From an optimization exercise on the open Yosys and OpenROAD flow, aimed at small area; shortcuts taken in it are not production practice.
The RTL was checked by simulation tests, not by an equivalence proof against the original design.
No activity file was given, so power comes from the tool's default toggle rates.

// mem_write_buffer
module mem_write_buffer #(
  parameter int DEPTH       = 4,
  parameter int ADDR_WIDTH  = 32,
  parameter int BLOCK_BITS  = 128,
  parameter int OFFSET_BITS = 4
) (
  input  logic                    clk,
  input  logic                    rst,
  input  logic                    mem_req,
  input  logic                    mem_rw,
  input  logic [ADDR_WIDTH-1:0]   mem_addr,
  input  logic [BLOCK_BITS-1:0]   mem_wdata,
  output logic                    mem_ready,
  output logic                    mem_resp,
  output logic [BLOCK_BITS-1:0]   mem_rdata,
  output logic                    mm_req,
  output logic                    mm_rw,
  output logic [ADDR_WIDTH-1:0]   mm_addr,
  output logic [BLOCK_BITS-1:0]   mm_wdata,
  input  logic                    mm_ready,
  input  logic                    mm_resp,
  input  logic [BLOCK_BITS-1:0]   mm_rdata,
  output logic [$clog2(DEPTH):0]  wb_count
);
clock: 6.0 ns
lec_check: 0
cap_margin: 0
core_margin: 2
core_utilization: 70
slew_margin: 0
standard.sh (not shown) runs the stock make flow with config.mk's settings and CLKGATE_MAP_FILE= SYNTH_SCRIPT=/design/flow/synth_recipe.tcl, a recipe that flattens the netlist after the stock synthesis.
==> flow/flow/run.sh <==
#!/bin/bash
# Standard ORFS layout, except:
#  - synthesis maps with an area-oriented ABC script (flow/my_synth.tcl is
#    synth_recipe.tcl with only the ABC script swapped);
#  - the port buffers are the smallest buffer (buf_1) instead of the one
#    buffer_ports picks by default; repair_design still resizes any that need it;
#  - clock tree: larger sink clusters on one buffer type and no dummy loads.
set -euo pipefail
HERE=$(pwd)
export MY_ABC_SCRIPT="$HERE/flow/abc_area_map.script"
export BUFFER_PORTS_ARGS="-buffer_cell sky130_fd_sc_hd__buf_1"
export CTS_ARGS="-sink_clustering_enable -repair_clock_nets -dont_use_dummy_load -buf_list sky130_fd_sc_hd__clkbuf_16 -sink_clustering_size 30 -sink_clustering_max_diameter 60"
bash standard.sh SYNTH_SCRIPT="$HERE/flow/my_synth.tcl" finish > flow_make.log 2>&1
==> flow/flow/abc_area_map.script <==
strash
dch -f
amap -m
topo
==> flow/flow/my_synth.tcl <==
# synth_recipe.tcl (the standard synthesis) with one change: the final technology
# mapping uses the area-oriented ABC script in abc_area_map.script (named by
# MY_ABC_SCRIPT) instead of ORFS's delay-oriented abc_speed.script. Registers,
# flattening and renaming are exactly as in the standard synthesis.
proc synth {args} { yosys synth -nofsm -noshare {*}$args }
proc abc {args} {
  set i [lsearch -exact $args -script]
  if { $i >= 0 } { set args [lreplace $args [expr {$i+1}] [expr {$i+1}] $::env(MY_ABC_SCRIPT)] }
  puts "MY_ABC: using [lindex $args [expr {$i+1}]]"
  yosys abc {*}$args
}
source $::env(SCRIPTS_DIR)/synth.tcl
# left out here: clear keep_hierarchy, flatten, clean up, hide names made inside functions, write 1_2_yosys.v
The baseline passed the timing, design-rule and antenna checks.
Change:
--- a/flow/flow/run.sh
+++ b/flow/flow/run.sh
@@ -10,4 +10,4 @@
 export MY_ABC_SCRIPT="$HERE/flow/abc_area_map.script"
 export BUFFER_PORTS_ARGS="-buffer_cell sky130_fd_sc_hd__buf_1"
-export CTS_ARGS="-sink_clustering_enable -repair_clock_nets -dont_use_dummy_load -buf_list sky130_fd_sc_hd__clkbuf_16 -sink_clustering_size 30 -sink_clustering_max_diameter 60"
+export CTS_ARGS='-sink_clustering_enable -repair_clock_nets -dont_use_dummy_load -buf_list {sky130_fd_sc_hd__clkbuf_4 sky130_fd_sc_hd__clkbuf_8 sky130_fd_sc_hd__clkbuf_16} -sink_clustering_size 24 -sink_clustering_max_diameter 50'
 bash standard.sh SYNTH_SCRIPT="$HERE/flow/my_synth.tcl" finish > flow_make.log 2>&1
Global-route usage stays flat.
Sequential share of layout area fell by 0.43 points.
Die area does not change.
Change:
--- a/flow/flow/run.sh
+++ b/flow/flow/run.sh
@@ -10,4 +10,4 @@
 export MY_ABC_SCRIPT="$HERE/flow/abc_area_map.script"
 export BUFFER_PORTS_ARGS="-buffer_cell sky130_fd_sc_hd__buf_1"
-export CTS_ARGS='-sink_clustering_enable -repair_clock_nets -dont_use_dummy_load -buf_list {sky130_fd_sc_hd__clkbuf_4 sky130_fd_sc_hd__clkbuf_8 sky130_fd_sc_hd__clkbuf_16} -sink_clustering_size 24 -sink_clustering_max_diameter 50'
+export CTS_ARGS="-sink_clustering_enable -repair_clock_nets -dont_use_dummy_load -buf_list sky130_fd_sc_hd__clkbuf_16 -sink_clustering_size 34 -sink_clustering_max_diameter 65"
 bash standard.sh SYNTH_SCRIPT="$HERE/flow/my_synth.tcl" finish > flow_make.log 2>&1
=> Design area goes down by 0.70%. Worst setup slack gains 0.093 ns. Die area stays the same. Clock power came out lower by 11%. Global-route usage decreases by 0.45 points. Total power drops by 1.6%. Final cell count hardly moves.
Change:
--- a/flow/flow/run.sh
+++ b/flow/flow/run.sh
@@ -10,4 +10,4 @@
 export MY_ABC_SCRIPT="$HERE/flow/abc_area_map.script"
 export BUFFER_PORTS_ARGS="-buffer_cell sky130_fd_sc_hd__buf_1"
-export CTS_ARGS="-sink_clustering_enable -repair_clock_nets -dont_use_dummy_load -buf_list sky130_fd_sc_hd__clkbuf_16 -sink_clustering_size 34 -sink_clustering_max_diameter 65"
+export CTS_ARGS="-sink_clustering_enable -repair_clock_nets -dont_use_dummy_load -buf_list sky130_fd_sc_hd__clkbuf_16 -sink_clustering_size 30 -sink_clustering_max_diameter 60"
 bash standard.sh SYNTH_SCRIPT="$HERE/flow/my_synth.tcl" finish > flow_make.log 2>&1
- CORE_UTILIZATION: 70 -> 60
The new run produced a clean layout.
Count of clock-buffer cells in the layout came out higher by 3.
Wire length increases by about 0.5%.
Area after synthesis does not change.
Final cell count climbs by about 2.8%.
Total power increases by about 0.3%.
Clock skew rose by 0.027 ns.
Worst setup slack gains 0.054 ns.
Change:
- CORE_UTILIZATION: 60 -> 75
After rerunning:
- The changed run completed without violations
- wire length grows by a few percent
- power grows slightly
- global-route usage grows by 9.8 points
- combinational power hardly moves
- via count grows by a few percent

mem_write_buffer, a different RTL version from the one above (not shown whole).
Size in the first run: ~2000 cells after synthesis, about 590 I/O pins.
clock: 6.0 ns
lec_check: 0
cap_margin: 0
core_margin: 2
core_utilization: 60
cts_buf_list: sky130_fd_sc_hd__clkbuf_8
cts_cluster_size: 20
slew_margin: 0
==> flow/flow/run.sh <==
#!/bin/bash
# Standard ORFS layout, except that the port buffers are the smallest buffer
# (buf_1) instead of the one buffer_ports picks by default; repair_design still
# resizes any of them that need more drive.
set -euo pipefail
export BUFFER_PORTS_ARGS="-buffer_cell sky130_fd_sc_hd__buf_1"
bash standard.sh finish > flow_make.log 2>&1
Edit:
CAP_MARGIN = 20   (was 0)
CORE_UTILIZATION = 40   (was 60)
CTS_BUF_LIST = not set   (was sky130_fd_sc_hd__clkbuf_8)
CTS_CLUSTER_SIZE = not set   (was 20)
SLEW_MARGIN = 20   (was 0)
Flip-flop and latch count is unchanged; wire length rose by 6.2%; worst setup slack is better by 0.068 ns.
Edit:
==> flow/flow/run.sh (replaced) <==
#!/bin/bash
# Standard ORFS layout, except:
#  - synthesis maps with an area-oriented ABC script (flow/my_synth.tcl is
#    synth_recipe.tcl with only the ABC script swapped);
#  - the port buffers are the smallest buffer (buf_1) instead of the one
#    buffer_ports picks by default; repair_design still resizes any that need it;
#  - clock tree: larger sink clusters on one buffer type and no dummy loads.
set -euo pipefail
HERE=$(pwd)
export MY_ABC_SCRIPT="$HERE/flow/abc_area_map.script"
export BUFFER_PORTS_ARGS="-buffer_cell sky130_fd_sc_hd__buf_1"
export CTS_ARGS="-sink_clustering_enable -repair_clock_nets -dont_use_dummy_load -buf_list sky130_fd_sc_hd__clkbuf_16 -sink_clustering_size 36 -sink_clustering_max_diameter 70"
bash standard.sh SYNTH_SCRIPT="$HERE/flow/my_synth.tcl" finish > flow_make.log 2>&1
==> flow/flow/abc_area_map.script (new file) <==
strash
dch -f
amap -m
topo
==> flow/flow/my_synth.tcl (new file) <==
# synth_recipe.tcl (the standard synthesis) with one change: the final technology
# mapping uses the area-oriented ABC script in abc_area_map.script (named by
# MY_ABC_SCRIPT) instead of ORFS's delay-oriented abc_speed.script. Registers,
# flattening and renaming are exactly as in the standard synthesis.
proc synth {args} { yosys synth -nofsm -noshare {*}$args }
proc abc {args} {
  set i [lsearch -exact $args -script]
  if { $i >= 0 } { set args [lreplace $args [expr {$i+1}] [expr {$i+1}] $::env(MY_ABC_SCRIPT)] }
  puts "MY_ABC: using [lindex $args [expr {$i+1}]]"
  yosys abc {*}$args
}
source $::env(SCRIPTS_DIR)/synth.tcl
# left out here: clear keep_hierarchy, flatten, clean up, hide names made inside functions, write 1_2_yosys.v
CAP_MARGIN = 0   (was 20)
CORE_UTILIZATION = 60   (was 40)
SLEW_MARGIN = 0   (was 20)
The changed run ran to the end with no violations.
Maximum frequency drops by 5.0%.
Design area drops by 8.0%.
Core utilization rises by 22 points.
Routed wire length is lower by 7.6%.
Die area goes down by 36%.
Clock-buffer cell count went down by 45.
Power drops by 11%.
Setup slack loses 0.26 ns.
Edit:
==> flow/run.sh (new file) <==
#!/bin/bash
# synth_recipe.tcl (not shown) runs the flow's synth.tcl, then flattens the netlist and writes it again
# the make line also repeats each setting of config.mk as NAME=value (left out here)
make -C /OpenROAD-flow-scripts/flow DESIGN_CONFIG=/design/flow/config.mk WORK_HOME=/design/flow/orfs CLKGATE_MAP_FILE= SYNTH_SCRIPT=/design/flow/synth_recipe.tcl finish
CAP_MARGIN = 20   (was 0)
CORE_UTILIZATION = 40   (was 60)
SLEW_MARGIN = 20   (was 0)
removed: flow/flow/run.sh
removed: flow/flow/abc_area_map.script
removed: flow/flow/my_synth.tcl
removed: flow/standard.sh
What happened: Routed wire length increases by about 11%; clock power increases by 69%; area after synthesis increases by about 5%; critical path depth decreases by 2; worst hold slack gains 0.052 ns; total power increases by 22%.

## build 15
mem_write_buffer again, from the RTL that the note above started with.
Settings: LEC_CHECK=0, CAP_MARGIN=0, CORE_MARGIN=2, CORE_UTILIZATION=60, SLEW_MARGIN=0; clock period 6.0 ns.
==> flow/flow/run.sh <==
#!/bin/bash
# Standard ORFS layout, except:
#  - the port buffers are the smallest buffer (buf_1) instead of the one
#    buffer_ports picks by default; repair_design still resizes any that need it;
#  - clock tree: larger sink clusters on one buffer type and no dummy loads.
set -euo pipefail
export BUFFER_PORTS_ARGS="-buffer_cell sky130_fd_sc_hd__buf_1"
export CTS_ARGS="-sink_clustering_enable -repair_clock_nets -dont_use_dummy_load -buf_list sky130_fd_sc_hd__clkbuf_16 -sink_clustering_size 36 -sink_clustering_max_diameter 70"
bash standard.sh finish > flow_make.log 2>&1
Modified inputs, build 92 compared to build 15
==> flow/flow/run.sh <==
#!/bin/bash
# Standard ORFS layout, except:
#  - synthesis maps with an area-oriented ABC script (flow/my_synth.tcl is
#    synth_recipe.tcl with only the ABC script swapped);
#  - the port buffers are the smallest buffer (buf_1) instead of the one
#    buffer_ports picks by default; repair_design still resizes any that need it;
#  - clock tree: larger sink clusters on one buffer type and no dummy loads.
set -euo pipefail
HERE=$(pwd)
export MY_ABC_SCRIPT="$HERE/flow/abc_area_map.script"
export BUFFER_PORTS_ARGS="-buffer_cell sky130_fd_sc_hd__buf_1"
export CTS_ARGS="-sink_clustering_enable -repair_clock_nets -dont_use_dummy_load -buf_list sky130_fd_sc_hd__clkbuf_16 -sink_clustering_size 30 -sink_clustering_max_diameter 60"
bash standard.sh SYNTH_SCRIPT="$HERE/flow/my_synth.tcl" finish > flow_make.log 2>&1
==> flow/flow/abc_area_map.script (new file) <==
strash
dch -f
amap -m
topo
==> flow/flow/my_synth.tcl (new file) <==
# synth_recipe.tcl (the standard synthesis) with one change: the final technology
# mapping uses the area-oriented ABC script in abc_area_map.script (named by
# MY_ABC_SCRIPT) instead of ORFS's delay-oriented abc_speed.script. Registers,
# flattening and renaming are exactly as in the standard synthesis.
proc synth {args} { yosys synth -nofsm -noshare {*}$args }
proc abc {args} {
  set i [lsearch -exact $args -script]
  if { $i >= 0 } { set args [lreplace $args [expr {$i+1}] [expr {$i+1}] $::env(MY_ABC_SCRIPT)] }
  puts "MY_ABC: using [lindex $args [expr {$i+1}]]"
  yosys abc {*}$args
}
source $::env(SCRIPTS_DIR)/synth.tcl
# left out here: clear keep_hierarchy, flatten, clean up, hide names made inside functions, write 1_2_yosys.v
## What came out
Build 92 vs build 15 — sequential share of layout area rose 1.3 points.
Cmp build 92 and build 15 / number of CTS-inserted buffers / lower: build 15
Diff build 15 -> build 92: clock tree buffer count of the final layout has increased; worst setup slack now sits lower.
Build 92 ended up with met5 as its highest metal layer with signal wires; build 15 ended up with met4.
--- input diff build 92..build 65 ---
diff --git a/flow/flow/run.sh b/flow/flow/run.sh
--- a/flow/flow/run.sh
+++ b/flow/flow/run.sh
@@ -10,4 +10,4 @@
 export MY_ABC_SCRIPT="$HERE/flow/abc_area_map.script"
 export BUFFER_PORTS_ARGS="-buffer_cell sky130_fd_sc_hd__buf_1"
-export CTS_ARGS="-sink_clustering_enable -repair_clock_nets -dont_use_dummy_load -buf_list sky130_fd_sc_hd__clkbuf_16 -sink_clustering_size 30 -sink_clustering_max_diameter 60"
+export CTS_ARGS="-sink_clustering_enable -repair_clock_nets -dont_use_dummy_load -buf_list sky130_fd_sc_hd__clkbuf_8 -sink_clustering_size 18 -sink_clustering_max_diameter 45"
 bash standard.sh SYNTH_SCRIPT="$HERE/flow/my_synth.tcl" finish > flow_make.log 2>&1
## What came out
Build 65: PASS, flow complete, no timing, DRC or antenna violations
Row clock network latency to the later pin of the worst-skew pair: build 65 higher / build 92 lower
Reported leakage power essentially unchanged between build 65 and build 92.
Build 65 vs build 92 — proportion of power drawn by the clock network dropped 0.6 points.
Build 65 has switching part of the total power above what build 92 had.
Of build 65 and build 92, the lower total power belongs to build 65.
Diff build 92 -> build 65: via count normalized by instance count saw little to no change; summed area of non-filler cells in the final layout closely matched the old numbers.

re-timing with driven ports:
The results above use ideal ports. As a check the final layouts listed here were re-extracted and re-timed, cells and wires unchanged. Step 1 sets driving cells, clkbuf_16 on the clock port and buf_2 on the other inputs (assumed; they add their load-dependent delay and slew). Step 2 also shifts input and output timing later by t, the mid clock arrival at the registers, as if the neighbouring blocks saw the same clock. Three values: ideal, step 1, step 2; two values: the first two.
run | shift t [ns] | setup WS [ns] | worst setup path after step 2 | slew at the worst register clock pin (ns)
the first run of note 1 | 0.621 | 0.808 / 0.752 / 1.030 | input to register | 0.11 / 0.11
the second run of note 1 | 0.633 | 0.664 / 0.605 / 1.105 | input to register | 0.09 / 0.09
the third run of note 1 | 0.621 | 0.757 / 0.701 / 0.981 | input to register | 0.10 / 0.10
the fourth run of note 1 | 0.627 | 0.811 / 0.750 / 1.228 | input to register | 0.11 / 0.11
the fifth run of note 1 | 0.581 | 0.862 / 0.812 / 1.093 | input to register | 0.10 / 0.10
the first run of note 2 | 0.746 | 0.965 / 0.903 / 1.260 | input to register | 0.07 / 0.07
the second run of note 2 | 0.652 | 1.033 / 0.977 / 1.342 | input to register | 0.06 / 0.06
the third run of note 2 | 0.635 | 0.772 / 0.709 / 1.085 | input to register | 0.12 / 0.12
the fourth run of note 2 | 0.647 | 0.666 / 0.609 / 1.009 | input to register | 0.07 / 0.07
build 15 | 0.619 | 1.098 / 1.037 / 1.387 | input to register | 0.11 / 0.11
build 92 | 0.637 | 0.847 / 0.783 / 1.036 | input to register | 0.10 / 0.10
build 65 | 0.675 | 0.737 / 0.678 / 1.116 | input to register | 0.11 / 0.11
After both steps setup and hold are still met in every run listed.
